This is an optimization exercise on Yosys and OpenROAD, whose aim is small area and a short achievable clock period, not a production implementation.
Function was checked by simulation only, so behaviour that the tests miss may differ from the original.
Power and IR drop assume default switching activity.

===== design/flow/design.v =====
module fft_frame_buffer #(
  parameter int unsigned DATA_W = 16,
  parameter int unsigned N_LOG2 = 6
) (
  input  logic              clk,
  input  logic              rst,
  input  logic [DATA_W-1:0] sample_in,
  input  logic              sample_valid,
  input  logic              frame_ready,
  output logic [DATA_W-1:0] dataOut,
  output logic              FFT_en,
  output logic              frame_start,
  output logic              overflow
);
  localparam int unsigned N = 1 << N_LOG2;
  localparam int unsigned R = 8;    
  logic                state_q;
  logic [1:0]          full_q, full_d;
  logic                wr_bank_q, rd_bank_q;
  logic [N_LOG2-1:0]   wr_idx_q, rd_idx_q;
  logic                start_c, issue_c, last_c;
  logic                bank_free_c, accept_c, drop_c, wr_last_c;
  logic [DATA_W-1:0]   ring_q [2][R][R];    
  logic [DATA_W-1:0]   stg_q [R];           
  logic [2:0]          t_q;                 
  logic [2:0]          un_q, un1_q;
  logic                eq0_c, eq1_c;
  logic [DATA_W-1:0]   sin_q;               
  logic                we_q;
  logic [2:0]          wq_q;                
  logic [2*R-1:0]      ins_q;               
  logic                podd_c;              
  logic [R/2-1:0]      tp_q;                
  logic [2*R-1:0]      sel_q;               
  logic [DATA_W-1:0]   tap_c, dly1_q, dly2_q;
  function automatic logic [2:0] rev3(input logic [2:0] a);
    rev3 = {a[0], a[1], a[2]};
  endfunction
  always_comb begin
    issue_c     = state_q;
    last_c      = state_q && (rd_idx_q == N_LOG2'(N - 1));
    start_c     = !state_q && full_q[rd_bank_q] && frame_ready;
    bank_free_c = !full_q[wr_bank_q] || (last_c && (rd_bank_q == wr_bank_q));
    accept_c    = sample_valid && bank_free_c;
    drop_c      = sample_valid && !bank_free_c;
    wr_last_c   = accept_c && (wr_idx_q == N_LOG2'(N - 1));
  end
  always_comb begin
    full_d = full_q;
    for (int b = 0; b < 2; b++) begin
      if (last_c && (rd_bank_q == 1'(b))) begin
        full_d[b] = 1'b0;
      end
      if (wr_last_c && (wr_bank_q == 1'(b))) begin
        full_d[b] = 1'b1;
      end
    end
  end
  always_ff @(posedge clk) begin
    if (rst) begin
      state_q   <= 1'b0;
      full_q    <= '0;
      wr_bank_q <= 1'b0;
      wr_idx_q  <= '0;
      rd_bank_q <= 1'b0;
      rd_idx_q  <= '0;
      overflow  <= 1'b0;
    end else begin
      full_q <= full_d;
      if (start_c) begin
        state_q <= 1'b1;
      end else if (last_c) begin
        state_q <= 1'b0;
      end
      if (accept_c) begin
        wr_idx_q <= wr_idx_q + N_LOG2'(1);
        if (wr_last_c) begin
          wr_bank_q <= ~wr_bank_q;
        end
      end
      if (drop_c) begin
        overflow <= 1'b1;
      end
      if (start_c) begin
        rd_idx_q <= '0;
      end else if (issue_c) begin
        rd_idx_q <= rd_idx_q + N_LOG2'(1);
      end
      if (last_c) begin
        rd_bank_q <= ~rd_bank_q;
      end
    end
  end
  always_ff @(posedge clk) begin
    sin_q <= sample_in;
    we_q  <= accept_c && !rst;
    wq_q  <= wr_idx_q[2:0];
    for (int r = 0; r < R; r++) begin
      if (we_q && (wq_q == 3'(r))) begin
        stg_q[r] <= sin_q;
      end
    end
  end
  always_ff @(posedge clk) begin
    t_q   <= t_q + 3'd1;
    un_q  <= rev3(t_q + 3'd3);
    un1_q <= rev3(t_q + 3'd3) + 3'd1;
  end
  always_comb begin
    eq0_c = (wr_idx_q[5:3] == un_q);
    eq1_c = (wr_idx_q[5:3] == un1_q);
  end
  always_ff @(posedge clk) begin
    for (int r = 0; r < R; r++) begin
      logic older, dbank;
      older = (3'(r) >= wr_idx_q[2:0]);
      dbank = wr_bank_q ^ (older && (wr_idx_q[5:3] == 3'd0));
      for (int b = 0; b < 2; b++) begin
        ins_q[b*R + r] <= (dbank == 1'(b)) && (older ? eq1_c : eq0_c);
      end
    end
  end
  always_ff @(posedge clk) begin
    for (int b = 0; b < 2; b++) begin
      for (int r = 0; r < R; r++) begin
        for (int p = 1; p < R; p++) begin
          ring_q[b][r][p] <= ring_q[b][r][p-1];
        end
        ring_q[b][r][0] <= ins_q[b*R + r] ? stg_q[r] : ring_q[b][r][R-1];
      end
    end
  end
  assign podd_c = t_q[0] ^ rd_idx_q[0];
  always_ff @(posedge clk) begin
    logic       cont;
    logic [2:0] p, q;
    logic [N_LOG2:0] w;
    logic       tb;
    logic [2:0] tr, pn;
    cont = state_q && !last_c;
    p    = t_q - rd_idx_q[2:0];
    q    = p - 3'd1;
    w    = {1'b0, rd_idx_q} + (podd_c ? 7'd2 : 7'd3);
    if (cont && !w[N_LOG2]) begin
      tb = rd_bank_q;
      tr = rev3(w[5:3]);
      pn = q;
    end else if (cont) begin
      tb = !rd_bank_q;
      tr = 3'd0;
      pn = t_q + 3'd1;
    end else begin
      tb = rd_bank_q ^ last_c;
      tr = 3'd0;
      pn = start_c ? t_q : t_q + 3'd1;
    end
    for (int i = 0; i < R / 2; i++) begin
      tp_q[i] <= (pn[2:1] == 2'(i));
    end
    for (int b = 0; b < 2; b++) begin
      for (int r = 0; r < R; r++) begin
        sel_q[b*R + r] <= (tb == 1'(b)) && (tr == 3'(r));
      end
    end
  end
  always_comb begin
    tap_c = '0;
    for (int p = 0; p < R / 2; p++) begin
      logic [DATA_W-1:0] x;
      x = '0;
      for (int b = 0; b < 2; b++) begin
        for (int r = 0; r < R; r++) begin
          x = x | (ring_q[b][r][2*p] & {DATA_W{sel_q[b*R + r]}});
        end
      end
      tap_c = tap_c | (x & {DATA_W{tp_q[p]}});
    end
  end
  always_ff @(posedge clk) begin
    dly1_q  <= tap_c;
    dly2_q  <= dly1_q;
    dataOut <= podd_c ? dly1_q : dly2_q;
    if (rst) begin
      FFT_en      <= 1'b0;
      frame_start <= 1'b0;
    end else begin
      FFT_en      <= issue_c;
      frame_start <= issue_c && (rd_idx_q == '0);
    end
  end
endmodule

===== design/flow/run.sh =====
#!/bin/bash
# synth_recipe.tcl (not shown) runs the flow's synth.tcl, then flattens the netlist and writes it again
# the make line also repeats each setting of config.mk as NAME=value (left out here)
make -C /OpenROAD-flow-scripts/flow DESIGN_CONFIG=/design/flow/config.mk WORK_HOME=/design/flow/orfs CLKGATE_MAP_FILE= SYNTH_SCRIPT=/design/flow/synth_recipe.tcl finish

===== design/flow/config.mk =====
export PLATFORM = sky130hd
export DESIGN_NAME = fft_frame_buffer
export DESIGN_NICKNAME = fft_frame_buffer
export VERILOG_FILES = /design/flow/design.v
export SDC_FILE = /design/flow/constraint.sdc
export NUM_CORES = 4
export LEC_CHECK = 0
export CAP_MARGIN = 20
export CORE_MARGIN = 2
export CORE_UTILIZATION = 50
export CTS_CLUSTER_DIAMETER = 80
export CTS_CLUSTER_SIZE = 30
export PLACE_DENSITY = 0.65
export SETUP_SLACK_MARGIN = 2.6
export SLEW_MARGIN = 20

===== design/flow/constraint.sdc =====
create_clock -name core_clock -period 4.5 [get_ports {clk}]
set_input_delay 0.9000 -clock core_clock [delete_from_list [all_inputs] [get_ports {clk}]]
set_output_delay 0.9000 -clock core_clock [all_outputs]
set_load 0.01 [all_outputs]

==> results of run 1 <==
-- area by class of cell --
cell class | count | area [um^2]
Antenna cell | 1 | 2.502
Clock buffer | 157 | 2546
Clock inverter | 5 | 63.81
Fill cell | 9157 | 50940
Inverter | 16 | 60.06
Multi-Input combinational cell | 1139 | 9814
Sequential cell | 2308 | 47610
Tap cell | 1512 | 1892
Timing Repair Buffer | 137 | 1570
-- sequential cells by signal (all words and copies together), names as in the netlist, 2 cells and up --
register  flops
full_q        2
sel_q        16
ring_q     2048
wq_q          3
un_q          2
wr_idx_q      6
stg_q       128
sin_q        16
rd_idx_q      6
tp_q          4
dataOut      16
t_q           3
dly1_q       16
un1_q         3
dly2_q       16
ins_q        16
-- metal layers --
| layer | vias up | global-route usage (%) | wire length [um] |
|---|---|---|---|
| met5 | - | 0 | 13 |
| met4 | 2 | 7.174 | 4683 |
| met3 | 242 | 3.636 | 9916 |
| met2 | 1036 | 38.88 | 66660 |
| met1 | 14700 | 35.51 | 66940 |
| li1 | 12960 | - | - |
-- per-stage QoR --
stage	hold WS [ns]	power [uW]	worst slack [ns]	util, %	std cells
floorplan	0.3096	23020	2.692	-	3629
global placement	0.3096	23500	2.094	52.16	5043
detailed placement	0.3121	23540	2.062	52.18	5044
CTS	0.3199	33060	2.351	55.20	5260
global route	0.3279	33940	2.346	55.51	5274
finish	0.3255	32960	2.390	55.51	5275
-- kinds of logic (layout without fill, tap and decap cells) --
logic type	count (synthesis)	count (layout)	synth area share, %
AOI/OAI and AO/OA	593	593	8.258
and+or+nand+nor	221	221	1.996
buffers and inverters	182	315	1.274
xor gates and xnor gates	21	21	0.3185
DFF	2308	2308	82.24
muxes	294	294	5.688
adders and majority gates	10	10	0.2297
other	0	1	0
-- cells in the final DEF, fill, tap and decap left out, types with 13 or more instances in the layout --
cell,instances
mux2_2,273
a221oi_2,27
clkbuf_1,65
edfxtp_1,128
dfxtp_2,33
nand4_1,51
clkbuf_16,92
inv_1,16
a221oi_1,149
buf_4,54
nor3_1,13
a22oi_1,176
buf_12,33
o21ai_0,45
dfxtp_4,23
clkdlybuf4s50_1,19
dfxtp_1,2124
nor2_1,32
nand2_1,15
mux2i_1,19
a22o_1,176
nand3_1,73
-- worst paths after layout --
path | from | to | slack, ns | cells past startpoint
worst max register to register | sel_q[13] | dly1_q[9] | 2.63 | 6
worst min register to register | ring_q[67][2] | ring_q[68][2] | 0.33 | 0
worst max-delay path | dataOut[8] | dataOut[8] | 2.39 | 1
worst min-delay path | ring_q[67][2] | ring_q[68][2] | 0.33 | 0
-- power by group through the flow --
stage / Sequential [uW] / Clock [uW] / Combinational, uW
global placement: 22800 / 0 / 732
detailed placement: 22800 / 0 / 744
floorplan: 22500 / 0 / 503
global route: 22400 / 10700 / 798
CTS: 22300 / 10000 / 728
finish: 22300 / 9880 / 735
-- repair_timing --
action	in CTS	in global routing
setup buffers	54	14
pin swaps	6	4
gates resized for setup	132	50
endpoints found under the setup margin	123	63
==> flow_summary.ini, run 1 <==
[clock_tree]
hold_buffers = 0
clk_path_buf_depth = 3
path_clk_slew_ns = 0.11
cts_buffers = 87
clock_latency_ns = 0.71
clock-sinks = 2308
cts-root-buf = clkbuf_16
cts_tree = built
htree_levels = 3

[hold_path]
hold_path.class = reg2reg

[timing]
rsz0062_at_grt = yes
slew_violations = 0
post-route-period-util_pct = 46.88
slew_headroom_pct = 12.94
fmax_mhz = 474.0
tns_ns = 0
tightestPinTransition_ns = 1.306
fin_crit_ns = 2.110
clock_skew_ns = 0.03515
hold_viol_final = 0
setup_violations = 0

[floorplan]
initial_utilization_pct = 50.43
fp.dieArea_um2 = 118200
die_h_um = 343.8
placementRows = 124
die_x_um = 343.8
io_pins = 39
core_area_um2 = 114500

[route]
wl_um = 148200
drtIter0Drc = 3052
ant_nets = 0
dr_total_vias = 28940
drcViolationCount = 0
via_per_inst = 5.486
wire_per_inst_um = 28.10
firstDrtPassIters = 5

[final_layout]
syn_to_final_growth_pct = 10.08
drive_gt1_share_pct = 15.84
design_area_um2 = 63560
fin_nets = 3719

[power]
leakage_uw = 0.02436
p_sw_uw = 6840
seq_power_share_pct = 67.8
power.internal_uw = 26120
powerDensity_nw_per_um2 = 518.5
switching_share_pct = 20.75
clockPowerShare_pct = 30.0
ir_drop_uv = 296.1
comb_power_share_pct = 2.2

[synth]
synth_area_leaders = dfxtp_1, edfxtp_1, mux2_2, a221oi_1, a22o_1
yosysTopAreaCell = dfxtp_1
syn-num-nets = 3659
ys_types = 41
yosysWarnings = 3
synth.most_common_cell = dfxtp_1
synth_edf_count = 128
async_flop_share_pct = 0
synth.yosys.seq_area_share_pct = 82.24
synth.cell_area_um2 = 57740
synthCells = 3629
synthFlopType = dfxtp_1
synth.top_cells.by_count = dfxtp_1, mux2_2, a221oi_1, a22o_1, a22oi_1
synthDominantCellAreaShare_pct = 75.58
ys_ff_latch = 2308
avgSynthCellArea_um2 = 15.91

[worst_setup_path]
critPathMaxFanout = 1
cp.arrival_ns = 1.21
critPathKind = reg2out
cp_slowest_cell = dfxtp_4
critPathMaxStageDelay_ns = 0.38
crit_family = flip-flops
cp.required_ns = 3.60
cp-end-kind = output pin
crit_path_cell_trace = buf_6
cp_num_buf_inv = 1
cp-start-kind = register

[flow_run]
cap_violations = 0

[global_route]
grt_pass1_wl_um = 205000
grt_start_max_net_pins = 38
overflow = 0
antenna_found_initial = 4
grt_pass1_vias = 28330
grt.total_usage_pct = 24.67

[placement]
placed_cell_area_um2 = 59740
hpwl_um = 79390
port_buffers = 38
gp_congestion = 0.8107

[run_status]
status = complete, no violations
==> run 2: changes to the inputs <==
--- a/design/flow/config.mk
+++ b/design/flow/config.mk
@@ -7,9 +7,9 @@
 export LEC_CHECK = 0
 export CAP_MARGIN = 20
 export CORE_MARGIN = 2
-export CORE_UTILIZATION = 50
+export CORE_UTILIZATION = 62
 export CTS_CLUSTER_DIAMETER = 80
 export CTS_CLUSTER_SIZE = 30
-export PLACE_DENSITY = 0.65
+export PLACE_DENSITY = 0.77
 export SETUP_SLACK_MARGIN = 2.6
 export SLEW_MARGIN = 20
==> run 2 against run 1 <==
Against the previous run: still clean; total power fell by 0.24%; die area fell by 19%; count of clock-buffer cells in the layout fell by 6; fmax rose by 0.65%; sequential cell count did not move; critical endpoint unchanged; largest cell class unchanged; highest routed layer unchanged.
==> flow_summary.ini, run 2 <==
[worst_setup_path]
critPathMaxFanout = 1
cp-start-kind = register
cp.arrival_ns = 1.20
cp.required_ns = 3.60
crit_family = flip-flops
critPathKind = reg2out
cp-end-kind = output pin
critPathMaxStageDelay_ns = 0.39
cp_slowest_cell = dfxtp_4
cp_num_buf_inv = 1
crit_path_cell_trace = buf_6

[clock_tree]
clk_path_buf_depth = 3
cts_tree = built
cts_buffers = 87
path_clk_slew_ns = 0.11
clock_latency_ns = 0.69
htree_levels = 3
clock-sinks = 2308
hold_buffers = 0
cts-root-buf = clkbuf_16

[power]
p_sw_uw = 6808
seq_power_share_pct = 68.1
clockPowerShare_pct = 29.7
switching_share_pct = 20.71
ir_drop_uv = 421.6
comb_power_share_pct = 2.2
power.internal_uw = 26070
leakage_uw = 0.02433
powerDensity_nw_per_um2 = 520.1

[synth]
ys_types = 41
synth_area_leaders = dfxtp_1, edfxtp_1, mux2_2, a221oi_1, a22o_1
yosysWarnings = 3
syn-num-nets = 3659
synth.cell_area_um2 = 57740
synth_edf_count = 128
synth.yosys.seq_area_share_pct = 82.24
async_flop_share_pct = 0
synth.top_cells.by_count = dfxtp_1, mux2_2, a221oi_1, a22o_1, a22oi_1
synth.most_common_cell = dfxtp_1
synthCells = 3629
avgSynthCellArea_um2 = 15.91
yosysTopAreaCell = dfxtp_1
synthDominantCellAreaShare_pct = 75.58
ys_ff_latch = 2308
synthFlopType = dfxtp_1

[route]
wl_um = 148900
drcViolationCount = 0
ant_nets = 0
firstDrtPassIters = 8
drtIter0Drc = 3891
dr_total_vias = 29850
wire_per_inst_um = 29.73
via_per_inst = 5.961

[final_layout]
fin_nets = 3721
drive_gt1_share_pct = 15.33
top_register = ring_q
mostFrequentLayoutCell = dfxtp_1
largest_reg_flops = 2048
syn_to_final_growth_pct = 9.476
design_area_um2 = 63210
layout_common_cells = dfxtp_1, mux2_2, a22o_1, a22oi_1, a221oi_1
post-route-util_pct = 68.76
fillers = 5978
reg_top3 = ring_q x2048, stg_q x128

[timing]
fmax_mhz = 477.1
setup_violations = 0
hold_viol_final = 0
fin_crit_ns = 2.096
tightestPinTransition_ns = 1.220
slew_violations = 0
slew_headroom_pct = 18.67
clock_skew_ns = 0.04346
layout_setup_ws_ns = 2.404
post-route-period-util_pct = 46.58
tns_ns = 0
hold_slack_ns = 0.3232
rsz0062_at_grt = yes

[placement]
gp_congestion = 0.8383
place_ws_ns = 2.086
port_buffers = 38
placed_cell_area_um2 = 59340
hpwl_um = 77040

[global_route]
antenna_found_initial = 7
grt_start_max_net_pins = 38
overflow = 0
grt_pass1_wl_um = 201600
grt_pass1_vias = 28790
grt.total_usage_pct = 30.18

[floorplan]
fp.dieArea_um2 = 95590
core_area_um2 = 91940
io_pins = 39
die_h_um = 309.2
initial_utilization_pct = 62.80
die_x_um = 309.2
placementRows = 111

[run_status]
status = complete, no violations

[hold_path]
hold_path.class = reg2reg

[flow_run]
cap_violations = 0
[run 2: cell count changes in the layout (fill, tap and decap cells not counted), sizes merged]
cell    change
buf         +1
clkbuf      -6
diode       +5
clkinv      -1
o211ai      +1
inv         +1
[run 2: cells by family (layout without fill, tap and decap cells)]
| family | after synthesis | in the layout | share of synthesized area [%] |
|---|---|---|---|
| XOR/XNOR | 21 | 21 | 0.3185 |
| other | 0 | 6 | 0 |
| AO/OA/AOI/OAI | 593 | 594 | 8.258 |
| adder cells (fa/ha/maj) | 10 | 10 | 0.2297 |
| multiplexers | 294 | 294 | 5.688 |
| buffers and inverters | 182 | 310 | 1.274 |
| AND/OR/NAND/NOR | 221 | 221 | 1.996 |
| flip-flops | 2308 | 2308 | 82.24 |
[run 2: path summary, 6_finish.rpt]
check	start	to	slack, ns	cells after the start
setup / recovery	dataOut[8]	dataOut[8]	2.40	1
hold / removal	ring_q[53][14]	ring_q[54][14]	0.32	0
setup reg to reg	sel_q[7]	dly1_q[0]	2.61	6
hold reg to reg	ring_q[53][14]	ring_q[54][14]	0.32	0
[run 2: final cells by class]
class                   instances  area, um^2  area share, %
repair buffers                138        1685          2.666
inverters                      16       60.06        0.09501
multi-input cells            1140        9726          15.39
well taps                    1243        1555          2.460
clock inverters                 5       62.56        0.09896
clock buffers                 151        2502          3.959
diodes                          6       15.01        0.02375
flip-flops and latches       2308       47610          75.31
[run 2: repair_timing]
action | 4_1_cts | 5_1_grt
pin swaps | 4 | 7
resized for setup | 123 | 32
setup endpoints to repair | 100 | 106
hold endpoints to repair | 0 | 0
cloned | 0 | 1
buffers inserted | 38 | 38
[run 2: power groups by stage]
stage          sequential, uW  clock [uW]  combinational [uW]
2_1_floorplan           22500           0                 503
3_3_place_gp            22800           0                 703
3_5_place_dp            22800           0                 722
4_1_cts                 22400        9780                 712
5_1_grt                 22500       10500                 785
6_report                22400        9770                 726
[run 2: metal layers]
layer / wire (um) / up-vias / track usage [%]
met1: 60870 / 14890 / 41.04
met4: 7161 / 8 / 12.89
met3: 14250 / 369 / 7.338
li1: - / 12960 / -
met2: 66510 / 1622 / 46.48
met5: 54 / - / 0
[run 2: per-stage QoR]
stage,instances,total power [uW]
after floorplan,3629,23020
after global placement,4768,23470
after detailed placement,4768,23530
after CTS,4962,32850
after global routing,5001,33760
final,5007,32880
==> run 3: changes to the inputs <==
--- a/design/flow/design.v
+++ b/design/flow/design.v
@@ -102,7 +102,7 @@
     end
   end
   always_ff @(posedge clk) begin
-    t_q   <= t_q + 3'd1;
+    t_q   <= rst ? 3'd0 : t_q + 3'd1;
     un_q  <= rev3(t_q + 3'd3);
     un1_q <= rev3(t_q + 3'd3) + 3'd1;
   end
--- a/design/flow/config.mk
+++ b/design/flow/config.mk
@@ -7,9 +7,9 @@
 export LEC_CHECK = 0
 export CAP_MARGIN = 20
 export CORE_MARGIN = 2
-export CORE_UTILIZATION = 62
+export CORE_UTILIZATION = 55
 export CTS_CLUSTER_DIAMETER = 80
 export CTS_CLUSTER_SIZE = 30
-export PLACE_DENSITY = 0.77
+export PLACE_DENSITY = 0.65
 export SETUP_SLACK_MARGIN = 2.6
 export SLEW_MARGIN = 20
==> run 3 against run 2 <==
Against the previous run: still clean on timing, DRC and antenna; sequential share of layout area fell by 0.41 points; die area rose by 13%; non-clock buffer count rose by 16; worst hold slack got worse by 0.0013 ns; critical path type unchanged; critical endpoint is now dataOut[15].
==> flow_summary.ini, run 3 <==
[run_status]
status = complete, no violations

[timing]
fin_crit_ns = 2.106
slew_violations = 0
tns_ns = 0
hold_viol_final = 0
tightestPinTransition_ns = 1.275
post-route-period-util_pct = 46.80
fmax_mhz = 474.9
slew_headroom_pct = 15.02
setup_violations = 0
clock_skew_ns = 0.02051
rsz0062_at_grt = yes

[final_layout]
design_area_um2 = 63600
drive_gt1_share_pct = 16.18
layout_common_cells = dfxtp_1, mux2_2, a22o_1, a22oi_1, a221oi_1
top_register = ring_q
fin_nets = 3746
mostFrequentLayoutCell = dfxtp_1
final_cells = 5158
largest_reg_flops = 2048
reg_top3 = ring_q x2048, stg_q x128
syn_to_final_growth_pct = 10.05

[worst_setup_path]
rrSetupSlack_ns = 2.66
cp.depth = 1
crit_path_cell_trace = buf_6
startpoint = dataOut[15]
critPathCapture = dataOut[15]
r2r_cells = 4
critPathMaxFanout = 1
critPathKind = reg2out
cp-start-kind = register
cp_num_buf_inv = 1
cp-end-kind = output pin
r2r_end = dataOut[10]
cp.arrival_ns = 1.21
crit_family = flip-flops
regToRegStartpoint = rd_idx_q[0]
cp.required_ns = 3.60
critPathMaxStageDelay_ns = 0.38
cp_slowest_cell = dfxtp_4

[clock_tree]
cts_tree = built
path_clk_slew_ns = 0.11
clk_path_buf_depth = 3
cts-root-buf = clkbuf_16
clock_latency_ns = 0.70
cts_buffers = 87
clock-sinks = 2309
htree_levels = 3
hold_buffers = 0

[global_route]
antenna_found_initial = 8
grt_pass1_vias = 28500
grt_start_max_net_pins = 39
grt.total_usage_pct = 27.79
grt_pass1_wl_um = 209000
overflow = 0

[flow_run]
cap_violations = 0

[floorplan]
io_pins = 39
initial_utilization_pct = 55.60
core_area_um2 = 103900
die_x_um = 328.1
fp.dieArea_um2 = 107700
placementRows = 118
die_h_um = 328.1

[synth]
synth.top_cells.by_count = dfxtp_1, mux2_2, a221oi_1, a22o_1, a22oi_1
async_flop_share_pct = 0
yosysWarnings = 3
avgSynthCellArea_um2 = 15.88
synth.most_common_cell = dfxtp_1
synth_edf_count = 128
synth_area_leaders = dfxtp_1, edfxtp_1, mux2_2, a221oi_1, a22o_1
synthFlopType = dfxtp_1
ys_ff_latch = 2309
synthCells = 3639
yosysTopAreaCell = dfxtp_1
synthDominantCellAreaShare_pct = 75.56
synth.cell_area_um2 = 57790
syn-num-nets = 3669
ys_types = 47
synth.yosys.seq_area_share_pct = 82.21

[route]
drtIter0Drc = 3319
wire_per_inst_um = 29.47
dr_total_vias = 29290
ant_nets = 0
firstDrtPassIters = 8
via_per_inst = 5.678
wl_um = 152000
drcViolationCount = 0

[placement]
port_buffers = 38
place_inst = 4922
gp_congestion = 0.8126
hpwl_um = 78010
placed_cell_area_um2 = 59630

[hold_path]
hold_path.class = reg2reg

[power]
ir_drop_uv = 444.1
powerDensity_nw_per_um2 = 593.2
leakage_uw = 0.02457
==> run 3: cell types whose count changed after synthesis, moves of 3 or more <==
cell / before / now
nor3_1: 17 / 13
mux2i_1: 21 / 12
or3_1: 7 / 1
o2111ai_1: 0 / 3
mux2_2: 273 / 278
buf_1: 57 / 60
o21ai_0: 47 / 44
nand3_1: 73 / 70
nor2_1: 39 / 57
==> run 3: worst min path at each step <==
stage                    from        endpoint  cells after the start
3_3_place_gp   ring_q[73][12]  ring_q[74][12]                      0
3_5_place_dp    ring_q[67][4]   ring_q[68][4]                      0
5_1_grt        ring_q[29][11]  ring_q[30][11]                      0
6_report       ring_q[61][11]  ring_q[62][11]                      0
4_1_cts        ring_q[61][11]  ring_q[62][11]                      0
2_1_floorplan   ring_q[99][0]  ring_q[100][0]                      0
==> run 3: kinds of logic after synthesis <==
logic type | share of synthesized area [%]
buffers and inverters | 1.238
multiplexers | 5.645
XOR/XNOR | 0.3334
AND/OR/NAND/NOR | 2.020
flip-flops | 82.21
AO/OA/AOI/OAI | 8.325
adder cells (fa/ha/maj) | 0.2295
==> run 3: area by class of cell <==
type	count	area, um^2
sequential	2309	47640
clock inverter	5	58.81
fill	7848	40340
antenna	1	2.502
inverter	15	56.30
tap	1380	1727
timing repair buffer	154	1789
clock buffer	145	2511
multi-input combinational	1149	9814
==> run 3: metal layers <==
metal  wire, um  track usage [%]  vias up  share of wire (%)
met3      10630            4.342      259                7.0
li1           -                -    13040                  -
met4       5164            8.666        4                3.4
met5         27                0        -              0.018
met2      70030            44.55     1154                 46
met1      66180            39.04    14830                 44
==> run 3: through the flow <==
| stage | hold slack (ns) | setup slack [ns] | power [uW] | util [%] |
|---|---|---|---|---|
| 4_1_cts | 0.3260 | 2.367 | 37730 | 60.64 |
| 6_report | 0.3219 | 2.394 | 37720 | 61.19 |
| 5_1_grt | 0.3295 | 2.366 | 38930 | 61.18 |
| 3_3_place_gp | 0.3095 | 1.962 | 28070 | 57.37 |
| 2_1_floorplan | 0.3096 | 2.681 | 26940 | - |
| 3_5_place_dp | 0.3121 | 1.975 | 28210 | 57.37 |
==> run 3: power by group <==
| part | total [uW] | internal [uW] | switching [uW] |
|---|---|---|---|
| combinational | 942 | 603 | 339 |
| clock | 9860 | 3910 | 5950 |
| sequential | 26900 | 24800 | 2160 |
==> run 3: repair_timing <==
item / 4_1_cts / 5_1_grt
resized for setup: 132 / 33
gates cloned: 0 / 0
endpoints found under the setup margin: 101 / 65
buffers inserted: 39 / 46
pin swaps: 4 / 4
==> run 4: changes to the inputs <==
--- a/design/flow/config.mk
+++ b/design/flow/config.mk
@@ -10,6 +10,6 @@
 export CORE_UTILIZATION = 55
 export CTS_CLUSTER_DIAMETER = 80
 export CTS_CLUSTER_SIZE = 30
-export PLACE_DENSITY = 0.65
-export SETUP_SLACK_MARGIN = 2.6
+export PLACE_DENSITY = 0.7
+export SETUP_SLACK_MARGIN = 2.7
 export SLEW_MARGIN = 20
==> run 4 against run 3 <==
Against the previous run: critical path type unchanged; wire length is 0.87% lower; critical endpoint is now dataOut[14]; die area is the same; setup slack better by 0.0043 ns.
==> flow_summary.ini, run 4 <==
[floorplan]
die_h_um = 328.1
initial_utilization_pct = 55.60
placementRows = 118
die_x_um = 328.1
io_pins = 39
fp.dieArea_um2 = 107700
core_area_um2 = 103900

[final_layout]
mostFrequentLayoutCell = dfxtp_1
design_area_um2 = 64400
seqCellArea_um2 = 47640
layout_common_cells = dfxtp_1, mux2_2, a22o_1, a22oi_1, edfxtp_1
multi_input_area_um2 = 10240
final_cells = 5186
fin_nets = 3770
drive_gt1_share_pct = 18.62
fillers = 7623
largest_reg_flops = 2048
reg_top3 = ring_q x2048, stg_q x128
top_register = ring_q
syn_to_final_growth_pct = 11.45

[clock_tree]
htree_levels = 3
clock-sinks = 2309
cts-root-buf = clkbuf_16
clk_path_buf_depth = 3
clock_latency_ns = 0.72
cts_tree = built
hold_buffers = 0
cts_buffers = 87
path_clk_slew_ns = 0.11

[timing]
hold_viol_final = 0
fin_crit_ns = 2.102
tightestPinTransition_ns = 1.237
rsz0062_at_grt = yes
fmax_mhz = 475.8
clock_skew_ns = 0.04499
post-route-period-util_pct = 46.70
setup_violations = 0
layout_setup_ws_ns = 2.398
slew_violations = 0
slew_headroom_pct = 17.55
tns_ns = 0

[route]
via_per_inst = 5.732
wire_per_inst_um = 29.06
wl_um = 150700
drcViolationCount = 0
firstDrtPassIters = 6
ant_nets = 0
dr_total_vias = 29720
drtIter0Drc = 3517

[global_route]
grt_start_max_net_pins = 35
antenna_found_initial = 2
grt_pass1_wl_um = 207400
grt.total_usage_pct = 27.33
overflow = 0
grt_pass1_vias = 29200

[worst_setup_path]
critPathKind = reg2out
cp_slowest_cell = dfxtp_4
critPathMaxStageDelay_ns = 0.38
cp-start-kind = register
r2r_cells = 7
cp.arrival_ns = 1.20
cp_num_buf_inv = 1
crit_family = flip-flops
crit_path_cell_trace = buf_6
rrSetupSlack_ns = 2.61
critPathMaxFanout = 1
cp.depth = 1
cp-end-kind = output pin
cp.required_ns = 3.60

[synth]
ys_types = 47
ys_ff_latch = 2309
synth_area_leaders = dfxtp_1, edfxtp_1, mux2_2, a221oi_1, a22o_1
async_flop_share_pct = 0
yosysWarnings = 3
synth.cell_area_um2 = 57790
synth.top_cells.by_count = dfxtp_1, mux2_2, a221oi_1, a22o_1, a22oi_1
synth.most_common_cell = dfxtp_1
synthCells = 3639
synthFlopType = dfxtp_1
synthDominantCellAreaShare_pct = 75.56
syn-num-nets = 3669
avgSynthCellArea_um2 = 15.88
synth_edf_count = 128
synth.yosys.seq_area_share_pct = 82.21
yosysTopAreaCell = dfxtp_1

[hold_path]
hold_path.class = reg2reg
hold_path_depth = 0

[placement]
placed_cell_area_um2 = 59600
port_buffers = 38
gp_congestion = 0.8293
place_ws_ns = 2.058
hpwl_um = 77950
place_inst = 4918

[run_status]
status = complete, no violations

[power]
ir_drop_uv = 382.2
leakage_uw = 0.02493
powerDensity_nw_per_um2 = 587.4

[flow_run]
cap_violations = 0
## run 4: cell count changes in the layout (fill, tap and decap cells not counted), moves of 9 or more
| cell | before | now |
|---|---|---|
| a221oi_1 | 163 | 110 |
| a221oi_2 | 12 | 66 |
| buf_12 | 28 | 46 |
| buf_6 | 16 | 27 |
| o21ai_0 | 43 | 34 |
| o21ai_1 | 1 | 10 |
## run 4: final timing paths
check	from	endpoint
hold reg to reg	ring_q[27][4]	ring_q[28][4]
setup reg to reg	rd_idx_q[0]	sel_q[4]
hold / removal	ring_q[27][4]	ring_q[28][4]
setup / recovery	dataOut[14]	dataOut[14]
## run 4: kinds of logic (layout without fill, tap and decap cells)
group                      after synthesis  after routing  synth area share, %
adders and majority gates               10             10               0.2295
muxes                                  291            291                5.645
AOI/OAI and AO/OA                      597            597                8.325
other                                    0              3                    0
DFF                                   2309           2309                82.21
and+or+nand+nor                        229            229                2.020
xor gates and xnor gates                22             22               0.3334
buffers and inverters                  181            345                1.238
## run 4: through the flow
stage,total power (uW),hold WS (ns),utilization [%]
4_1_cts,37740,0.3081,61.03
6_report,37830,0.3206,61.96
2_1_floorplan,26940,0.3096,-
3_5_place_dp,28200,0.3121,57.34
5_1_grt,38980,0.3232,61.95
3_3_place_gp,28050,0.3096,57.34
## run 4: final cells by class
class	count	share of cell area, %
Clock buffer	146	3.889
Tap cell	1380	2.681
Timing Repair Buffer	178	3.301
Inverter	15	0.09131
Sequential cell	2309	73.98
Clock inverter	6	0.1379
Antenna cell	3	0.01166
Multi-Input combinational cell	1149	15.91
## run 4: repair_timing
action	4_1_cts	5_1_grt
gates cloned	0	1
buffers inserted	74	38
pin swaps	8	27
setup endpoints to repair	167	76
resized for setup	146	122
## run 4: power by group
group          leakage (uW)  total, uW  internal (uW)  switching [uW]
registers            0.0191      27000          24800            2260
clock network       0.00124       9890           3950            5940
logic               0.00460        910            621             289
## run 4: routing by layer
metal / part of all wire [%] / vias up / track usage, %
li1: - / 13090 / -
met1: 44 / 15010 / 38.59
met2: 44 / 1290 / 41.57
met3: 7.9 / 340 / 5.109
met4: 4.4 / 0 / 11.51
met5: 0 / - / 0
==> run 5: changes to the inputs <==
--- a/design/flow/config.mk
+++ b/design/flow/config.mk
@@ -11,5 +11,5 @@
 export CTS_CLUSTER_DIAMETER = 80
 export CTS_CLUSTER_SIZE = 30
 export PLACE_DENSITY = 0.7
-export SETUP_SLACK_MARGIN = 2.7
+export SETUP_SLACK_MARGIN = 2.5
 export SLEW_MARGIN = 20
==> run 5 against run 4 <==
Against the previous run: synthesized cell count did not move; clock skew fell by 0.0050 ns; total power fell by 0.55%; global-route usage fell by 1.2 points; cell area fell by 2.0%; first-iteration DRC count rose by 0.34%; combinational power fell by 0.7%; sequential share of layout area rose by 1.5 points; fmax rose by 0.56%; cell count fell by 1.1%; non-clock buffer count fell by 58; critical path depth did not move; critical path type unchanged; largest cell class unchanged; highest routed layer is now met5.
==> flow_summary.ini, run 5 <==
[synth]
syn-num-nets = 3669
synth_edf_count = 128
synth_area_leaders = dfxtp_1, edfxtp_1, mux2_2, a221oi_1, a22o_1
synthCells = 3639
yosysWarnings = 3
synth.most_common_cell = dfxtp_1
synth.cell_area_um2 = 57790
synth.top_cells.by_count = dfxtp_1, mux2_2, a221oi_1, a22o_1, a22oi_1
async_flop_share_pct = 0
synth-compound-area-share_pct = 8.325
synthFlopType = dfxtp_1
yosysTopAreaCell = dfxtp_1
synthDominantCellAreaShare_pct = 75.56
synth_top_family_by_area = compound AO/OA/AOI/OAI gates
avgSynthCellArea_um2 = 15.88
synth_fa_ha_area_share_pct = 0.2295
synth-xor-area-share_pct = 0.3334
ys_types = 47
synth_mux_area_share_pct = 5.645
synthSimpleGateAreaFrac_pct = 2.020
ys_ff_latch = 2309
synth.yosys.seq_area_share_pct = 82.21

[clock_tree]
clock-sinks = 2309
cts_buffers = 87
clk_path_buf_depth = 3
clock_latency_ns = 0.70
hold_buffers = 0
path_clk_slew_ns = 0.11
htree_levels = 3
cts-root-buf = clkbuf_16
cts_tree = built

[final_layout]
layout_common_cells = dfxtp_1, mux2_2, a22o_1, a22oi_1, a221oi_1
final_cells = 5129
top_register = ring_q
reg_top3 = ring_q x2048, stg_q x128
fin_nets = 3712
syn_to_final_growth_pct = 9.245
design_area_um2 = 63130
largest_reg_flops = 2048
mostFrequentLayoutCell = dfxtp_1
drive_gt1_share_pct = 14.94

[floorplan]
die_x_um = 328.1
placementRows = 118
fp.dieArea_um2 = 107700
die_h_um = 328.1
core_area_um2 = 103900
initial_utilization_pct = 55.60
io_pins = 39

[worst_setup_path]
crit_path_cell_trace = buf_6
critPathMaxFanout = 1
crit_family = flip-flops
critPathKind = reg2out
cp-start-kind = register
cp.arrival_ns = 1.19
cp_slowest_cell = dfxtp_4
critPathMaxStageDelay_ns = 0.38
cp_num_buf_inv = 1
cp-end-kind = output pin
cp.required_ns = 3.60

[timing]
hold_viol_final = 0
fin_crit_ns = 2.090
clock_skew_ns = 0.04002
setup_violations = 0
post-route-period-util_pct = 46.44
slew_violations = 0
fmax_mhz = 478.5
slew_headroom_pct = 18.41
tightestPinTransition_ns = 1.224
rsz0062_at_grt = yes
tns_ns = 0

[route]
wire_per_inst_um = 28.69
wl_um = 147100
drtIter0Drc = 3529
ant_nets = 0
drcViolationCount = 0
firstDrtPassIters = 5
dr_total_vias = 29450
via_per_inst = 5.742

[power]
ir_drop_uv = 407.1
powerDensity_nw_per_um2 = 595.9
leakage_uw = 0.02432
power_uw = 37620

[placement]
port_buffers = 38
gp_congestion = 0.8385
hpwl_um = 77920
place_inst = 4919
placed_cell_area_um2 = 59590

[global_route]
grt_pass1_vias = 28670
antenna_found_initial = 6
grt_pass1_wl_um = 199400
overflow = 0
grt_start_max_net_pins = 41
grt.total_usage_pct = 26.09

[run_status]
status = complete, no violations

[flow_run]
cap_violations = 0

[hold_path]
hold_path.class = reg2reg
run 5: changes by cell type in the layout (fill, tap and decap cells not counted), sizes merged:
cell,previous run,this run
clkbuf,147,150
bufinv,1,0
diode,3,1
inv,17,16
clkinvlp,0,1
buf,158,101
run 5: final cells by class:
cell class / count / area (um^2)
fillers: 7703 / 40810
clock buffers: 150 / 2477
well taps: 1380 / 1727
flip-flops and latches: 2309 / 47620
clock inverters: 5 / 71.32
inverters: 15 / 56.30
diodes: 1 / 2.502
multi-input cells: 1149 / 9693
repair buffers: 120 / 1478
run 5: kinds of logic after synthesis:
family,Yosys count
AND/OR/NAND/NOR,229
buffers and inverters,181
AO/OA/AOI/OAI,597
XOR/XNOR,22
flip-flops,2309
multiplexers,291
adder cells (fa/ha/maj),10
run 5: metal layers:
layer	up-vias	track usage, %	wire length, um
met5	-	0	12
met4	2	9.182	5677
met3	280	3.798	11640
met2	1348	40.35	66330
met1	14870	37.72	63470
li1	12950	-	-
run 5: what timing repair did:
item / 4_1_cts / 5_1_grt
resized for setup: 113 / 35
buffers inserted: 22 / 32
endpoints found under the setup margin: 70 / 87
pin swaps: 3 / 5
run 5: worst paths after layout:
check	from	end	slack, ns	cells past startpoint
worst max-delay path	dataOut[14]	dataOut[14]	2.41	1
worst min-delay path	ring_q[83][1]	ring_q[84][1]	0.31	0
worst max register to register	sel_q[1]	dly1_q[15]	2.45	6
worst min register to register	ring_q[83][1]	ring_q[84][1]	0.31	0
run 5: where the power goes:
| part | internal, uW | switching, uW |
|---|---|---|
| sequential | 24800 | 2200 |
| combinational | 604 | 301 |
| clock | 3840 | 5900 |
run 5: metrics by stage:
step	utilization (%)	setup WS, ns	hold slack [ns]
after floorplan	-	2.553	0.3096
after global placement	57.33	1.997	0.3095
after detailed placement	57.33	2.036	0.3121
after CTS	60.22	2.344	0.3128
after global routing	60.74	2.364	0.3053
final	60.74	2.410	0.3102
==> run 6: changes to the inputs <==
--- a/design/flow/config.mk
+++ b/design/flow/config.mk
@@ -10,6 +10,6 @@
 export CORE_UTILIZATION = 55
 export CTS_CLUSTER_DIAMETER = 80
 export CTS_CLUSTER_SIZE = 30
-export PLACE_DENSITY = 0.7
-export SETUP_SLACK_MARGIN = 2.5
+export PLACE_DENSITY = 0.75
+export SETUP_SLACK_MARGIN = 2.6
 export SLEW_MARGIN = 20
==> run 6 against run 5 <==
Against the previous run: still clean on timing, DRC and antenna; via count is 0.27% higher; register-to-register slack gained 0.17 ns; worst hold slack better by 0.013 ns; synthesized cell count did not move; die area stayed put; wire length up 0.46%; total power increased by 0.23%; sequential cell count unchanged; first-iteration DRC count is 3.6% lower; non-clock buffer count up 3; critical endpoint unchanged; largest cell class unchanged; highest routed layer is now met4.
==> flow_summary.ini, run 6 <==
[worst_setup_path]
critPathKind = reg2out
cp_num_buf_inv = 1
r2r_cells = 3
crit_family = flip-flops
cp.required_ns = 3.60
rrSetupSlack_ns = 2.62
regToRegStartpoint = wq_q[1]
cp.depth = 1
cp.arrival_ns = 1.19
critPathMaxStageDelay_ns = 0.38
cp-end-kind = output pin
crit_path_cell_trace = buf_6
r2r_end = stg_q[7][10]
cp_slowest_cell = dfxtp_4
critPathMaxFanout = 1
cp-start-kind = register

[final_layout]
reg_top3 = ring_q x2048, stg_q x128
layout_common_cells = dfxtp_1, mux2_2, a22o_1, a22oi_1, a221oi_1
syn_to_final_growth_pct = 9.724
mostFrequentLayoutCell = dfxtp_1
design_area_um2 = 63410
final_cells = 5134
top_register = ring_q
fin_nets = 3716
largest_reg_flops = 2048
drive_gt1_share_pct = 15.40

[synth]
synth.top_cells.by_count = dfxtp_1, mux2_2, a221oi_1, a22o_1, a22oi_1
synth-xor-area-share_pct = 0.3334
synth.cell_area_um2 = 57790
synth_fa_ha_area_share_pct = 0.2295
synthSimpleGateAreaFrac_pct = 2.020
synth-compound-area-share_pct = 8.325
synth_edf_count = 128
avgSynthCellArea_um2 = 15.88
yosysTopAreaCell = dfxtp_1
syn-num-nets = 3669
synthFlopType = dfxtp_1
synth.yosys.seq_area_share_pct = 82.21
synth_area_leaders = dfxtp_1, edfxtp_1, mux2_2, a221oi_1, a22o_1
synth.most_common_cell = dfxtp_1
synthCells = 3639
yosysWarnings = 3
ys_ff_latch = 2309
async_flop_share_pct = 0
synthDominantCellAreaShare_pct = 75.56
synth_top_family_by_area = compound AO/OA/AOI/OAI gates
synth_mux_area_share_pct = 5.645
ys_types = 47

[hold_path]
hold_path.class = reg2reg
hold_end = ring_q[30][6]
hold_path_depth = 0
holdCritStartpoint = ring_q[29][6]

[timing]
clock_skew_ns = 0.03933
fmax_mhz = 478.0
setup_violations = 0
rsz0062_at_grt = yes
tightestPinTransition_ns = 1.241
hold_viol_final = 0
tns_ns = 0
post-route-period-util_pct = 46.49
slew_headroom_pct = 17.24
slew_violations = 0
fin_crit_ns = 2.092

[clock_tree]
path_clk_slew_ns = 0.11
cts-root-buf = clkbuf_16
clk_path_buf_depth = 3
clock-sinks = 2309
htree_levels = 3
cts_tree = built
cts_buffers = 88
clock_latency_ns = 0.69

[route]
firstDrtPassIters = 6
wl_met3_um = 13270
dr_total_vias = 29530
routed.top_layer = met4
drtIter0Drc = 3402
wire_per_inst_um = 28.79
ant_nets = 0
wl_met1_um = 62870
met2_length_um = 65110
via_per_inst = 5.752
drcViolationCount = 0
wl_um = 147800

[power]
seq_power_share_pct = 71.7
comb_power_share_pct = 2.4
switching_share_pct = 22.46
leakage_uw = 0.02440
p_sw_uw = 8467
power.internal_uw = 29240
ir_drop_uv = 402.3
clockPowerShare_pct = 26.0
powerDensity_nw_per_um2 = 594.7

[run_status]
status = complete, no violations

[floorplan]
core_area_um2 = 103900
fp.dieArea_um2 = 107700
placementRows = 118
die_x_um = 328.1
die_h_um = 328.1
io_pins = 39
initial_utilization_pct = 55.60

[global_route]
grt.total_usage_pct = 26.66
antenna_found_initial = 2
overflow = 0
grt_pass1_wl_um = 203300
grt_start_max_net_pins = 45
grt_pass1_vias = 28940

[placement]
gp_congestion = 0.8334
hpwl_um = 77100
placed_cell_area_um2 = 59630
port_buffers = 38
place_inst = 4915

[flow_run]
cap_violations = 0
## run 6: cell counts after synthesis
No cell type changed its count.
## run 6: cells by family after synthesis
kind of cell	after synthesis
muxes	291
buffers and inverters	181
xor gates and xnor gates	22
DFF	2309
AOI/OAI and AO/OA	597
adders and majority gates	10
and+or+nand+nor	229
## run 6: cell type report
cell class / count / area (um^2)
sequential: 2309 / 47640
fill: 7579 / 40530
multi-input combinational: 1149 / 9781
clock buffer: 150 / 2477
tap: 1380 / 1727
timing repair buffer: 123 / 1617
clock inverter: 7 / 105.1
inverter: 15 / 56.30
antenna: 1 / 2.502
## run 6: power groups by stage
stage          combinational (uW)  sequential (uW)  clock [uW]
6_report                      894            27000        9790
2_1_floorplan                 764            26200           0
3_3_place_gp                  845            27200           0
4_1_cts                       890            26900        9840
5_1_grt                       956            27300       10500
3_5_place_dp                  874            27300           0
## run 6: worst max-delay path by stage
stage,slack [ns],end,start
2_1_floorplan,2.68,wr_idx_q[5],rd_idx_q[1]
3_3_place_gp,2.04,wr_bank_q,rst
3_5_place_dp,2.05,wr_bank_q,rst
4_1_cts,2.37,dataOut[14],dataOut[14]
5_1_grt,2.37,dataOut[14],dataOut[14]
6_report,2.41,dataOut[14],dataOut[14]
## run 6: layer usage
metal  vias up  GRT usage (%)
met5         -              0
met4         0          11.56
met3       325          4.746
met2      1449          40.76
met1     14800          37.49
li1      12960              -
## run 6: timing repair
| action | 4_1_cts | 5_1_grt |
|---|---|---|
| setup endpoints to repair | 95 | 82 |
| buffers inserted | 41 | 20 |
| pin swaps | 4 | 3 |
| hold buffers | 0 | 0 |
| gates resized for setup | 143 | 35 |
## run 6: metrics by stage
stage	hold slack, ns	util (%)	worst slack (ns)	total power [uW]
floorplan	0.3096	-	2.681	26940
global placement	0.3095	57.29	2.041	28020
detailed placement	0.3121	57.37	2.051	28220
CTS	0.3257	60.66	2.368	37650
global route	0.3314	61.00	2.369	38790
finish	0.3234	61.00	2.408	37700
==> run 7: changes to the inputs <==
--- a/design/flow/config.mk
+++ b/design/flow/config.mk
@@ -10,6 +10,7 @@
 export CORE_UTILIZATION = 55
 export CTS_CLUSTER_DIAMETER = 80
 export CTS_CLUSTER_SIZE = 30
-export PLACE_DENSITY = 0.75
+export PLACE_DENSITY = 0.7
 export SETUP_SLACK_MARGIN = 2.6
 export SLEW_MARGIN = 20
+export TNS_END_PERCENT = 10
==> run 7 against run 6 <==
Against the previous run: combinational power barely moved; still clean; clock skew rose by 0.0013 ns; cell area fell by 0.21%; count of clock-buffer cells in the layout did not move; via count fell by 0.45%; sequential cell count did not move; die area did not move; critical path depth did not move.
==> flow_summary.ini, run 7 <==
[run_status]
status = complete, no violations

[final_layout]
drive_gt1_share_pct = 15.24
layout_common_cells = dfxtp_1, mux2_2, a22o_1, a22oi_1, a221oi_1
top_register = ring_q
post-route-util_pct = 60.88
largest_reg_flops = 2048
mostFrequentLayoutCell = dfxtp_1
fin_nets = 3725
final_cells = 5144
syn_to_final_growth_pct = 9.497
reg_top3 = ring_q x2048, stg_q x128

[timing]
fmax_mhz = 475.4
setup_violations = 0
fin_crit_ns = 2.103
tightestPinTransition_ns = 1.266
tns_ns = 0
layout_setup_ws_ns = 2.397
rsz0062_at_grt = yes
slew_violations = 0
clock_skew_ns = 0.04059
hold_slack_ns = 0.3080
hold_viol_final = 0
slew_headroom_pct = 15.60
post-route-period-util_pct = 46.74

[worst_setup_path]
cp.required_ns = 3.60
cp_num_buf_inv = 1
cp_slowest_cell = dfxtp_2
regToRegStartpoint = we_q
cp.arrival_ns = 1.20
critPathMaxStageDelay_ns = 0.37
r2r_cells = 3
rrSetupSlack_ns = 2.42
r2r_end = stg_q[0][10]
cp-start-kind = register
crit_family = flip-flops
cp-end-kind = output pin
critPathMaxFanout = 1
critPathKind = reg2out
crit_path_cell_trace = buf_2

[synth]
synth.most_common_cell = dfxtp_1
synth_area_leaders = dfxtp_1, edfxtp_1, mux2_2, a221oi_1, a22o_1
synthFlopType = dfxtp_1
synth_mux_area_share_pct = 5.645
synth-compound-area-share_pct = 8.325
synth-xor-area-share_pct = 0.3334
yosysTopAreaCell = dfxtp_1
synthDominantCellAreaShare_pct = 75.56
synth.yosys.seq_area_share_pct = 82.21
avgSynthCellArea_um2 = 15.88
synth_fa_ha_area_share_pct = 0.2295
yosysWarnings = 3
synth_top_family_by_area = compound AO/OA/AOI/OAI gates
synth.top_cells.by_count = dfxtp_1, mux2_2, a221oi_1, a22o_1, a22oi_1
ys_ff_latch = 2309
synth_edf_count = 128
syn-num-nets = 3669
synthSimpleGateAreaFrac_pct = 2.020
synthCells = 3639
ys_types = 47
synth.cell_area_um2 = 57790
async_flop_share_pct = 0

[placement]
place_inst = 4919
gp_congestion = 0.8385
hpwl_um = 77920
place_ws_ns = 2.036
port_buffers = 38

[global_route]
grt_pass1_vias = 28190
grt_pass1_wl_um = 189600
grt_start_max_net_pins = 65
antenna_found_initial = 11
overflow = 0
grt.total_usage_pct = 24.49

[route]
wl_um = 147200
routed.top_layer = met5
drtIter0Drc = 3523
drcViolationCount = 0
wl_met1_um = 63820
firstDrtPassIters = 5
met2_length_um = 65770
ant_nets = 0
wire_per_inst_um = 28.62
wl_met3_um = 11950
via_per_inst = 5.715
dr_total_vias = 29400

[power]
ir_drop_uv = 406.8
leakage_uw = 0.02441
powerDensity_nw_per_um2 = 594.5

[hold_path]
hold_end = ring_q[84][1]
holdCritStartpoint = ring_q[83][1]
hold_path_depth = 0
hold_path.class = reg2reg

[floorplan]
fp.dieArea_um2 = 107700
io_pins = 39
core_area_um2 = 103900
die_h_um = 328.1
die_x_um = 328.1
placementRows = 118
initial_utilization_pct = 55.60

[clock_tree]
htree_levels = 3
hold_buffers = 0
clock-sinks = 2309
cts-root-buf = clkbuf_16
cts_tree = built
path_clk_slew_ns = 0.11
clock_latency_ns = 0.70
cts_buffers = 87
clk_path_buf_depth = 3

[flow_run]
cap_violations = 0
[run 7: cell counts after synthesis]
Identical to the previous run, type by type.
[run 7: layer usage]
metal  track usage (%)  vias up
li1                  -    12990
met1             35.35    14810
met2             39.06     1270
met3             3.315      314
met4             6.591        8
met5                 0        -
[run 7: power by group]
part | internal, uW | switching [uW]
Clock | 3840 | 5900
Sequential | 24800 | 2210
Combinational | 598 | 297
Total | 29200 | 8400
[run 7: final cells by class]
cell class	count	area, um^2
flip-flops and latches	2309	47610
inverters	15	56.30
diodes	3	7.507
repair buffers	133	1578
multi-input cells	1149	9743
well taps	1380	1727
fillers	7697	40670
clock buffers	150	2477
clock inverters	5	71.32
[run 7: cells by family after synthesis]
kind of cell,count (synthesis)
DFF,2309
AOI/OAI and AO/OA,597
muxes,291
and+or+nand+nor,229
buffers and inverters,181
xor gates and xnor gates,22
adders and majority gates,10
[run 7: repair_timing]
action | in CTS | in global routing
setup buffers | 2 | 65
endpoints found under the setup margin | 117 | 122
pin swaps | 0 | 3
resized for setup | 95 | 48
[run 7: how the worst max path moves through the flow]
| stage | from | end | cells past startpoint |
|---|---|---|---|
| floorplan | we_q | stg_q[4][0] | 2 |
| global placement | rst | wr_bank_q | 3 |
| detailed placement | rst | wr_bank_q | 3 |
| CTS | dataOut[14] | dataOut[14] | 1 |
| global route | dataOut[14] | dataOut[14] | 1 |
| finish | dataOut[14] | dataOut[14] | 1 |
[run 7: stage by stage]
stage / total power (uW) / area (um^2)
finish: 37610 / 63270
global route: 38820 / 63270
CTS: 37580 / 62170
detailed placement: 28210 / 59590
global placement: 28040 / 59590
floorplan: 26940 / 57790
==> run 8: changes to the inputs <==
--- a/design/flow/config.mk
+++ b/design/flow/config.mk
@@ -13,4 +13,4 @@
 export PLACE_DENSITY = 0.7
 export SETUP_SLACK_MARGIN = 2.6
 export SLEW_MARGIN = 20
-export TNS_END_PERCENT = 10
+export TNS_END_PERCENT = 40
==> run 8 against run 7 <==
Against the previous run: still clean on timing, DRC and antenna; first-iteration DRC count is 1.0% lower; total power hardly changed; wire length decreased by 0.26%; global-route usage increased by 2.5 points; count of clock-buffer cells in the layout is the same; sequential cell count is the same; sequential power hardly changed; via count grew 0.39%; critical path type unchanged; critical endpoint unchanged; largest power group unchanged.
==> flow_summary.ini, run 8 <==
[run_status]
status = complete, no violations

[clock_tree]
cts-root-buf = clkbuf_16
clock_latency_ns = 0.70
htree_levels = 3
cts_buffers = 87
clock-sinks = 2309
hold_buffers = 0
clk_path_buf_depth = 3
cts_tree = built
path_clk_slew_ns = 0.10

[timing]
tns_ns = 0
hold_viol_final = 0
fmax_mhz = 479.1
slew_headroom_pct = 20.15
post-route-period-util_pct = 46.38
tightestPinTransition_ns = 1.198
layout_setup_ws_ns = 2.413
fin_crit_ns = 2.087
setup_violations = 0
slew_violations = 0
rsz0062_at_grt = yes
clock_skew_ns = 0.03835

[power]
leakage_uw = 0.02432
powerDensity_nw_per_um2 = 595.9
ir_drop_uv = 407.0

[worst_setup_path]
critPathMaxStageDelay_ns = 0.38
cp_slowest_cell = dfxtp_4
critPathMaxFanout = 1
cp-end-kind = output pin
cp.arrival_ns = 1.19
cp-start-kind = register
cp.required_ns = 3.60
crit_family = flip-flops
critPathKind = reg2out
cp_num_buf_inv = 1
crit_path_cell_trace = buf_6

[floorplan]
core_area_um2 = 103900
fp.dieArea_um2 = 107700
io_pins = 39
die_h_um = 328.1
die_x_um = 328.1
placementRows = 118
initial_utilization_pct = 55.60

[final_layout]
layout_common_cells = dfxtp_1, mux2_2, a22o_1, a22oi_1, a221oi_1
reg_top3 = ring_q x2048, stg_q x128
multi_input_area_um2 = 9701
fin_nets = 3711
largest_reg_flops = 2048
post-route-util_pct = 60.72
syn_to_final_growth_pct = 9.209
mostFrequentLayoutCell = dfxtp_1
drive_gt1_share_pct = 14.92
fillers = 7720
top_register = ring_q
seqCellArea_um2 = 47620
final_cells = 5128

[route]
drtIter0Drc = 3487
wl_um = 146800
ant_nets = 0
drcViolationCount = 0
wire_per_inst_um = 28.63
dr_total_vias = 29510
firstDrtPassIters = 6
via_per_inst = 5.755

[global_route]
overflow = 0
antenna_found_initial = 5
grt.total_usage_pct = 27.00
grt_pass1_wl_um = 205100
grt_pass1_vias = 29020
grt_start_max_net_pins = 41

[synth]
synthDominantCellAreaShare_pct = 75.56
async_flop_share_pct = 0
synth.top_cells.by_count = dfxtp_1, mux2_2, a221oi_1, a22o_1, a22oi_1
syn-num-nets = 3669
ys_ff_latch = 2309
synth.yosys.seq_area_share_pct = 82.21
avgSynthCellArea_um2 = 15.88
synthFlopType = dfxtp_1
yosysTopAreaCell = dfxtp_1
synth_edf_count = 128
synth_area_leaders = dfxtp_1, edfxtp_1, mux2_2, a221oi_1, a22o_1
synth.most_common_cell = dfxtp_1
synthCells = 3639
ys_types = 47
synth.cell_area_um2 = 57790
yosysWarnings = 3

[placement]
gp_congestion = 0.8385
port_buffers = 38
place_inst = 4919
place_ws_ns = 2.036
hpwl_um = 77920

[flow_run]
cap_violations = 0

[hold_path]
hold_path.class = reg2reg
-- run 8: where the power goes --
group | total [uW] | switching, uW | internal [uW] | leakage, uW
clock | 9740 | 5890 | 3840 | 0.00121
sequential | 27000 | 2200 | 24800 | 0.0191
combinational | 898 | 297 | 601 | 0.00402
-- run 8: timing repair --
item,in CTS,in global routing
setup endpoints to repair,117,120
setup buffers,50,3
pin swaps,2,3
resized for setup,128,20
-- run 8: worst paths after layout --
path	from	endpoint	slack [ns]	depth (start not counted)
worst max-delay path	dataOut[14]	dataOut[14]	2.41	1
worst min-delay path	ring_q[83][1]	ring_q[84][1]	0.31	0
worst max register to register	we_q	stg_q[1][8]	2.49	2
worst min register to register	ring_q[83][1]	ring_q[84][1]	0.31	0
-- run 8: area by class of cell --
cell class,instances,area share [%]
Antenna cell,1,0.003965
Clock buffer,150,3.926
Clock inverter,5,0.1130
Inverter,15,0.08922
Multi-Input combinational cell,1149,15.37
Sequential cell,2309,75.46
Tap cell,1380,2.736
Timing Repair Buffer,119,2.296
-- run 8: cell families (layout without fill, tap and decap cells) --
kind of cell / count (synthesis) / count (layout) / share of synthesized area [%]
compound gates: 597 / 597 / 8.325
xor+xnor: 22 / 22 / 0.3334
fa+ha+maj: 10 / 10 / 0.2295
buf+inv: 181 / 289 / 1.238
flops: 2309 / 2309 / 82.21
mux: 291 / 291 / 5.645
other cells: 0 / 1 / 0
simple gates: 229 / 229 / 2.020
-- run 8: per-layer routing --
metal | global-route usage [%] | vias up | routed length, um
met5 | 0 | - | 12
met4 | 9.887 | 2 | 6150
met3 | 3.961 | 306 | 10850
met2 | 42.06 | 1301 | 66030
met1 | 38.61 | 14950 | 63790
li1 | - | 12950 | -
-- run 8: stage by stage --
stage          hold WS, ns  power (uW)  area (um^2)
2_1_floorplan       0.3096       26940        57790
5_1_grt             0.3057       38810        63110
6_report            0.3106       37610        63110
3_5_place_dp        0.3121       28210        59590
3_3_place_gp        0.3095       28040        59590
4_1_cts             0.3128       37580        63010
==> run 9: changes to the inputs <==
--- a/design/flow/config.mk
+++ b/design/flow/config.mk
@@ -10,7 +10,6 @@
 export CORE_UTILIZATION = 55
 export CTS_CLUSTER_DIAMETER = 80
 export CTS_CLUSTER_SIZE = 30
-export PLACE_DENSITY = 0.7
+export PLACE_DENSITY = 0.85
 export SETUP_SLACK_MARGIN = 2.6
 export SLEW_MARGIN = 20
-export TNS_END_PERCENT = 40
==> run 9 against run 8 <==
Against the previous run: still clean; die area unchanged; register-to-register slack worse by 0.17 ns; non-clock buffer count up 24; first-iteration DRC count increased by 29%; worst hold slack worse by 0.0069 ns; clock power rose by 0.6%; total power increased by 0.99%; sequential power about the same; critical path depth grew 5; sequential cell count unchanged; largest power group unchanged.
==> flow_summary.ini, run 9 <==
[worst_setup_path]
rrSetupSlack_ns = 2.32
cp-end-kind = register
critPathMaxFanout = 8
r2r_end = dly1_q[2]
regToRegStartpoint = sel_q[5]
r2r_cells = 6
cp.required_ns = 5.04
startpoint = sel_q[5]
cp-start-kind = register
cp.arrival_ns = 2.72
critPathKind = reg2reg

[hold_path]
hold_path_depth = 0
hold_path.class = reg2reg
holdCritStartpoint = ring_q[25][14]
hold_end = ring_q[26][14]

[route]
dr_total_vias = 31030
firstDrtPassIters = 8
via_per_inst = 6.027
drtIter0Drc = 4507
wire_per_inst_um = 30.42
drcViolationCount = 0
wl_um = 156600
ant_nets = 0

[placement]
placed_cell_area_um2 = 59540
gp_congestion = 0.8436
port_buffers = 38
hpwl_um = 78420

[final_layout]
drive_gt1_share_pct = 16.24
reg_top3 = ring_q x2048, stg_q x128
top_register = ring_q
largest_reg_flops = 2048
design_area_um2 = 63730
mostFrequentLayoutCell = dfxtp_1
fillers = 6885
syn_to_final_growth_pct = 10.29
layout_common_cells = dfxtp_1, mux2_2, a22o_1, a22oi_1, a221oi_1
post-route-util_pct = 61.32
fin_nets = 3734

[synth]
synthCells = 3639
synth.cell_area_um2 = 57790
synth.most_common_cell = dfxtp_1
synth_edf_count = 128
synthDominantCellAreaShare_pct = 75.56
synth_area_leaders = dfxtp_1, edfxtp_1, mux2_2, a221oi_1, a22o_1
async_flop_share_pct = 0
synth.yosys.seq_area_share_pct = 82.21
yosysTopAreaCell = dfxtp_1
avgSynthCellArea_um2 = 15.88
ys_ff_latch = 2309
synthFlopType = dfxtp_1
syn-num-nets = 3669
yosysWarnings = 3
ys_types = 47
synth.top_cells.by_count = dfxtp_1, mux2_2, a221oi_1, a22o_1, a22oi_1

[clock_tree]
cts_buffers = 86
htree_levels = 3
path_clk_slew_ns = 0.12
clock-sinks = 2309
clock_latency_ns = 0.72
cts_tree = built
clk_path_buf_depth = 3
cts-root-buf = clkbuf_16

[timing]
rsz0062_at_grt = yes
hold_viol_final = 0
post-route-period-util_pct = 48.49
clock_skew_ns = 0.03507
fin_crit_ns = 2.182
slew_headroom_pct = 17.00
setup_violations = 0
slew_violations = 0
tns_ns = 0
tightestPinTransition_ns = 1.245
fmax_mhz = 458.3

[power]
leakage_uw = 0.02455
power_uw = 37980
ir_drop_uv = 620.1
powerDensity_nw_per_um2 = 595.9

[floorplan]
placementRows = 118
core_area_um2 = 103900
initial_utilization_pct = 55.60
io_pins = 39
die_x_um = 328.1
fp.dieArea_um2 = 107700
die_h_um = 328.1

[run_status]
status = complete, no violations

[global_route]
grt.total_usage_pct = 27.91
grt_pass1_wl_um = 214900
grt_start_max_net_pins = 42
antenna_found_initial = 5
overflow = 0
grt_pass1_vias = 31260

[flow_run]
cap_violations = 0
-- run 9: cell counts after synthesis --
Identical to the previous run, type by type.
-- run 9: final cells by class --
class,count,area [um^2],share of cell area [%]
Antenna cell,1,2.502,0.003926
Clock buffer,149,2477,3.887
Clock inverter,3,33.78,0.05301
Inverter,15,56.30,0.08834
Multi-Input combinational cell,1149,9884,15.51
Sequential cell,2309,47640,74.75
Tap cell,1380,1727,2.709
Timing Repair Buffer,143,1911,2.998
-- run 9: cell families after synthesis --
family / Yosys count / share of synthesized area (%)
DFF: 2309 / 82.21
AOI/OAI and AO/OA: 597 / 8.325
muxes: 291 / 5.645
and+or+nand+nor: 229 / 2.020
buffers and inverters: 181 / 1.238
xor gates and xnor gates: 22 / 0.3334
adders and majority gates: 10 / 0.2295
-- run 9: how the worst max path moves through the flow --
stage                             end
after floorplan           wr_idx_q[5]
after global placement    wr_idx_q[4]
after detailed placement  wr_idx_q[4]
after CTS                  dataOut[8]
after global routing      dataOut[14]
final                       dly1_q[2]
-- run 9: stage by stage --
stage	std cells	worst slack (ns)	hold slack, ns
2_1_floorplan	3639	2.681	0.3096
3_3_place_gp	4912	2.067	0.3096
3_5_place_dp	4912	2.062	0.3121
4_1_cts	5126	2.265	0.3291
5_1_grt	5148	2.368	0.3229
6_report	5149	2.318	0.3037
-- run 9: where the power goes --
group	switching, uW	internal (uW)
Sequential	2370	24800
Clock	5970	3830
Combinational	404	619
-- run 9: what timing repair did --
| item | 4_1_cts | 5_1_grt |
|---|---|---|
| endpoints found under the setup margin | 150 | 66 |
| resized for setup | 158 | 53 |
| hold buffers | 0 | 0 |
| setup buffers | 62 | 22 |
| pin swaps | 10 | 8 |
-- run 9: critical path, cell delays in order, from the launching register on --
cell      delay (ns)
dfxtp_4         0.46
buf_4           0.24
a22o_1          0.25
a221oi_1        0.34
nand4_1         0.28
a22oi_2         0.25
nand3_1         0.18
-- run 9: layer usage --
metal | up-vias | GRT usage (%) | wire length, um
li1 | 13000 | - | -
met4 | 4 | 16.15 | 9875
met3 | 533 | 6.479 | 17330
met1 | 15420 | 36.23 | 59830
met5 | - | 0 | 25
met2 | 2078 | 43.08 | 69580

static timing again, ports no longer ideal:
Ports are ideal in the flow. The routed layouts listed here were re-timed in OpenROAD.
Step 1 assumes that a clkbuf_16 drives the clock port and a buf_2 every other input.
Step 2, shift: input delay + t, output delay - t, t = (earliest + latest rising clock arrival at the registers) / 2. This alone moves slack from input paths to output paths.
Slacks: no drivers / after step 1 / after step 2; pairs: no drivers / after step 1.
run | shift t [ns] | setup WS [ns] | hold slack, ns | worst slew at a driven data input, ns | cell pins on the clock port's net
run 1 | 0.764 | 2.390 / 2.318 / 2.080 | 0.326 / 0.326 / 0.326 | 0.04 | 1
run 2 | 0.734 | 2.404 / 2.339 / 2.026 | 0.323 / 0.323 / 0.323 | 0.05 | 1
run 3 | 0.767 | 2.394 / 2.321 / 2.206 | 0.322 / 0.322 / 0.322 | 0.03 | 1
run 4 | 0.773 | 2.398 / 2.324 / 2.050 | 0.321 / 0.321 / 0.321 | 0.04 | 1
run 5 | 0.754 | 2.410 / 2.340 / 1.841 | 0.310 / 0.310 / 0.310 | 0.04 | 1
run 6 | 0.744 | 2.408 / 2.340 / 2.054 | 0.323 / 0.323 / 0.323 | 0.04 | 1
run 7 | 0.748 | 2.397 / 2.330 / 1.988 | 0.308 / 0.308 / 0.308 | 0.04 | 1
run 8 | 0.752 | 2.413 / 2.344 / 1.999 | 0.311 / 0.311 / 0.311 | 0.04 | 1
run 9 | 0.766 | 2.318 / 2.318 / 2.059 | 0.304 / 0.304 / 0.304 | 0.07 | 1
After both steps every run listed still meets setup and hold. For run 5, which loses most, drivers alone change the setup slack by -0.070 ns; drivers and shift together by -0.569 ns.
